From an optimization exercise on the open Yosys and OpenROAD flow, aimed at a short achievable clock period and few clock cycles per item; shortcuts taken in it are not production practice.
Function was checked by simulation only, so behaviour that the tests miss may differ from the original.
Power figures rest on the tool's default switching activity, not on a simulated workload.

Design mem_issue_sched, start of the top module:
module mem_issue_sched #(
  parameter int NLD = 4,
  parameter int NST = 4
) (
  input  logic        clock,
  input  logic        resetn,
  input  logic        alloc_valid,
  input  logic        alloc_store,
  input  logic [31:0] alloc_address,
  input  logic [31:0] alloc_data,
  input  logic [4:0]  alloc_dst,
  output logic        rs_lok,
  output logic        rs_sok,
  output logic        rs_free,
  output logic        mem_req,
  output logic        mem_we,
  output logic [31:0] mem_addr,
  output logic [31:0] mem_wdata,
  input  logic        mem_ack,
  input  logic [31:0] mem_rdata,
  output logic [63:0] out_databus,
  output logic        write_databus,
  output logic [4:0]  out_dst,
  output logic [31:0] out_dst_data,
  output logic        write_dst
);
  localparam int NQ = NLD + NST + 1;   
  localparam int NU = NLD + NST;
  logic        q_st   [NQ];
  logic [31:0] q_addr [NQ];
  logic [31:0] q_data [NQ];
  logic [4:0]  q_dst  [NQ];
  logic [NQ-1:0] wp_q, rp_q;           
  logic [NU-1:0]  u_q, u_d;
  ...
Size in the first run: roughly 2200 cells after synthesis, about 810 flip-flops, roughly 280 I/O pins.
==> module mem_issue_sched, before the edit <==
module mem_issue_sched #(
  parameter int NLD = 4,
  parameter int NST = 4
) (
  input  logic        clock,
  input  logic        resetn,
  input  logic        alloc_valid,
  input  logic        alloc_store,
  input  logic [31:0] alloc_address,
  input  logic [31:0] alloc_data,
  input  logic [4:0]  alloc_dst,
  output logic        rs_lok,
  output logic        rs_sok,
  output logic        rs_free,
  output logic        mem_req,
  output logic        mem_we,
  output logic [31:0] mem_addr,
  output logic [31:0] mem_wdata,
  input  logic        mem_ack,
  input  logic [31:0] mem_rdata,
  output logic [63:0] out_databus,
  output logic        write_databus,
  output logic [4:0]  out_dst,
  output logic [31:0] out_dst_data,
  output logic        write_dst
);
  localparam int NQ = NLD + NST + 1;   
  localparam int NU = NLD + NST;
  logic        q_st   [NQ];
  logic [31:0] q_addr [NQ];
  logic [31:0] q_data [NQ];
  logic [4:0]  q_dst  [NQ];
  logic [NQ-1:0] wp_q, rp_q;           
  logic [NU-1:0]  u_q, u_d;
  logic [NLD-1:0] ld_q, ld_d;
  logic [NST-1:0] st_q, st_d;
  logic        mem_req_q, mem_we_q;
  logic [31:0] mem_addr_q, mem_wdata_q;
  logic [4:0]  hd_dst_q;
  logic        write_databus_q, write_dst_q, comp_st_q;
  logic        cmp_st_q;
  logic [31:0] cmp_addr_q, out_dst_data_q;
  logic [4:0]  out_dst_q;
  logic        rs_lok_q, rs_sok_q, rs_free_q;
  logic acc, acc_ld, acc_st, xfer, load_hd;
  logic inc_u, dec_u, inc_ld, dec_ld, inc_st, dec_st;
  logic        cu_st, nx_st;
  logic [31:0] cu_addr, cu_data, nx_addr, nx_data;
  logic [4:0]  cu_dst, nx_dst;
  always_comb begin
    acc    = alloc_valid & (alloc_store ? rs_sok_q : rs_lok_q);
    acc_ld = alloc_valid & ~alloc_store & rs_lok_q;
    acc_st = alloc_valid & alloc_store & rs_sok_q;
    xfer   = mem_req_q & mem_ack;
    load_hd = ~mem_req_q | mem_ack;
    inc_u  = acc & ~xfer;
    dec_u  = xfer & ~acc;
    inc_ld = acc_ld & ~write_dst_q;
    dec_ld = write_dst_q & ~acc_ld;
    inc_st = acc_st & ~comp_st_q;
    dec_st = comp_st_q & ~acc_st;
    for (int k = 0; k < NU; k++)
      u_d[k] = inc_u ? ((k == 0) ? 1'b1 : u_q[k-1])
             : dec_u ? ((k == NU - 1) ? 1'b0 : u_q[k+1])
             : u_q[k];
    for (int k = 0; k < NLD; k++)
      ld_d[k] = inc_ld ? ((k == 0) ? 1'b1 : ld_q[k-1])
              : dec_ld ? ((k == NLD - 1) ? 1'b0 : ld_q[k+1])
              : ld_q[k];
    for (int k = 0; k < NST; k++)
      st_d[k] = inc_st ? ((k == 0) ? 1'b1 : st_q[k-1])
              : dec_st ? ((k == NST - 1) ? 1'b0 : st_q[k+1])
              : st_q[k];
    cu_st   = 1'b0;
    cu_addr = '0;
    cu_data = '0;
    cu_dst  = '0;
    nx_st   = 1'b0;
    nx_addr = '0;
    nx_data = '0;
    nx_dst  = '0;
    for (int i = 0; i < NQ; i++) begin
      if (rp_q[i]) begin
        cu_st   = cu_st   | q_st[i];
        cu_addr = cu_addr | q_addr[i];
        cu_data = cu_data | q_data[i];
        cu_dst  = cu_dst  | q_dst[i];
      end
      if (rp_q[(i + NQ - 1) % NQ]) begin
        nx_st   = nx_st   | q_st[i];
        nx_addr = nx_addr | q_addr[i];
        nx_data = nx_data | q_data[i];
        nx_dst  = nx_dst  | q_dst[i];
      end
    end
  end
  always_ff @(posedge clock) begin
    for (int i = 0; i < NQ; i++)
      if (wp_q[i]) begin
        q_st[i]   <= alloc_store;
        q_addr[i] <= alloc_address;
        q_data[i] <= alloc_data;
        q_dst[i]  <= alloc_dst;
      end
  end
  always_ff @(posedge clock) begin
    if (!load_hd) begin
      mem_we_q    <= cu_st;
      mem_addr_q  <= cu_addr;
      mem_wdata_q <= cu_data;
      hd_dst_q    <= cu_dst;
    end else begin
      if (u_q[1]) begin
        mem_we_q    <= nx_st;
        mem_addr_q  <= nx_addr;
        mem_wdata_q <= nx_data;
        hd_dst_q    <= nx_dst;
      end else begin
        mem_we_q    <= alloc_store;
        mem_addr_q  <= alloc_address;
        mem_wdata_q <= alloc_data;
        hd_dst_q    <= alloc_dst;
      end
    end
    cmp_st_q       <= mem_we_q;
    cmp_addr_q     <= mem_addr_q;
    out_dst_q      <= hd_dst_q;
    out_dst_data_q <= mem_rdata;
  end
  always_ff @(posedge clock) begin
    if (!resetn) begin
      wp_q            <= NQ'(1);
      rp_q            <= NQ'(1);
      u_q             <= '0;
      ld_q            <= '0;
      st_q            <= '0;
      mem_req_q       <= 1'b0;
      write_databus_q <= 1'b0;
      write_dst_q     <= 1'b0;
      comp_st_q       <= 1'b0;
      rs_lok_q        <= 1'b1;
      rs_sok_q        <= 1'b1;
      rs_free_q       <= 1'b1;
    end else begin
      if (acc)  wp_q <= {wp_q[NQ-2:0], wp_q[NQ-1]};
      if (xfer) rp_q <= {rp_q[NQ-2:0], rp_q[NQ-1]};
      u_q             <= u_d;
      ld_q            <= ld_d;
      st_q            <= st_d;
      mem_req_q       <= u_d[0];
      write_databus_q <= xfer;
      write_dst_q     <= xfer & ~mem_we_q;
      comp_st_q       <= xfer & mem_we_q;
      rs_lok_q        <= ~ld_d[NLD-1];
      rs_sok_q        <= ~st_d[NST-1];
      rs_free_q       <= ~ld_d[0] & ~st_d[0];
    end
  end
  assign rs_lok        = rs_lok_q;
  assign rs_sok        = rs_sok_q;
  assign rs_free       = rs_free_q;
  assign mem_req       = mem_req_q;
  assign mem_we        = mem_we_q;
  assign mem_addr      = mem_addr_q;
  assign mem_wdata     = mem_wdata_q;
  assign write_databus = write_databus_q;
  assign out_databus   = {14'h0, cmp_st_q, ~cmp_st_q, 16'h0, cmp_addr_q};
  assign write_dst     = write_dst_q;
  assign out_dst       = out_dst_q;
  assign out_dst_data  = out_dst_data_q;
endmodule
clock: 6.5 ns
lec_check: 0
abc_clock_period_in_ps: 1500
cap_margin: 20
core_margin: 2
core_utilization: 40
setup_slack_margin: 5
slew_margin: 20
run.sh (not shown) runs the stock make flow with config.mk's settings and CLKGATE_MAP_FILE= SYNTH_SCRIPT=/design/flow/synth_recipe.tcl, a recipe that flattens the netlist after the stock synthesis.
Testbench counts at the start, summed over its fixed seeds: cycles 3,216, items 3,200.
Rerun with:
--- a/flow/design.v
+++ b/flow/design.v
@@ -37,5 +37,4 @@
   logic        mem_req_q, mem_we_q;
   logic [31:0] mem_addr_q, mem_wdata_q;
-  logic [4:0]  hd_dst_q;
   logic        write_databus_q, write_dst_q, comp_st_q;
   logic        cmp_st_q;
@@ -109,5 +108,4 @@
       mem_addr_q  <= cu_addr;
       mem_wdata_q <= cu_data;
-      hd_dst_q    <= cu_dst;
     end else begin
       if (u_q[1]) begin
@@ -115,15 +113,13 @@
         mem_addr_q  <= nx_addr;
         mem_wdata_q <= nx_data;
-        hd_dst_q    <= nx_dst;
       end else begin
         mem_we_q    <= alloc_store;
         mem_addr_q  <= alloc_address;
         mem_wdata_q <= alloc_data;
-        hd_dst_q    <= alloc_dst;
       end
     end
-    cmp_st_q       <= mem_we_q;
-    cmp_addr_q     <= mem_addr_q;
-    out_dst_q      <= hd_dst_q;
+    cmp_st_q       <= cu_st;
+    cmp_addr_q     <= cu_addr;
+    out_dst_q      <= cu_dst;
     out_dst_data_q <= mem_rdata;
   end
@@ -150,6 +146,6 @@
       mem_req_q       <= u_d[0];
       write_databus_q <= xfer;
-      write_dst_q     <= xfer & ~mem_we_q;
-      comp_st_q       <= xfer & mem_we_q;
+      write_dst_q     <= xfer & ~cu_st;
+      comp_st_q       <= xfer & cu_st;
       rs_lok_q        <= ~ld_d[NLD-1];
       rs_sok_q        <= ~st_d[NST-1];
After rerunning:
- first-iteration DRC count decreases by a few percent
- wire length decreases by roughly a tenth
- power decreases by a few percent
- setup slack degrades by 0.048 ns
- die area decreases by a few percent
- cell area decreases by a few percent
- non-clock buffer count decreases by 111
- final cell count decreases by a few percent
- sequential power decreases slightly
- via count decreases by a little under a tenth
Testbench counts after the change, summed over its fixed seeds: cycles 3,216, items 3,200.

## what the ideal ports hide
The results above use ideal ports. As a check the final layouts listed here were re-extracted and re-timed, cells and wires unchanged.
Step 1 assumes that a clkbuf_16 drives the clock port and a buf_2 every other input.
Step 2 moves the port delays by t, midway between the first and last clock arrival at a register: inputs arrive t later, outputs are due t later. That takes back most of the time a late clock gives input paths.
a / b / c = no drivers / after step 1 / after step 2; a / b = the first two.
| run | shift t [ns] | setup WS [ns] | hold slack, ns | worst setup path after step 2 |
|---|---|---|---|---|
| the first run | 0.728 | 4.014 / 3.945 / 3.814 | 0.328 / 0.328 / 0.328 | input to register |
| the second run | 0.709 | 3.966 / 3.900 / 3.713 | 0.469 / 0.469 / 0.469 | input to register |
After both steps every run listed still meets setup and hold. The setup slack of the second run, which loses most, moves by -0.066 ns with the drivers and by -0.253 ns with both steps.
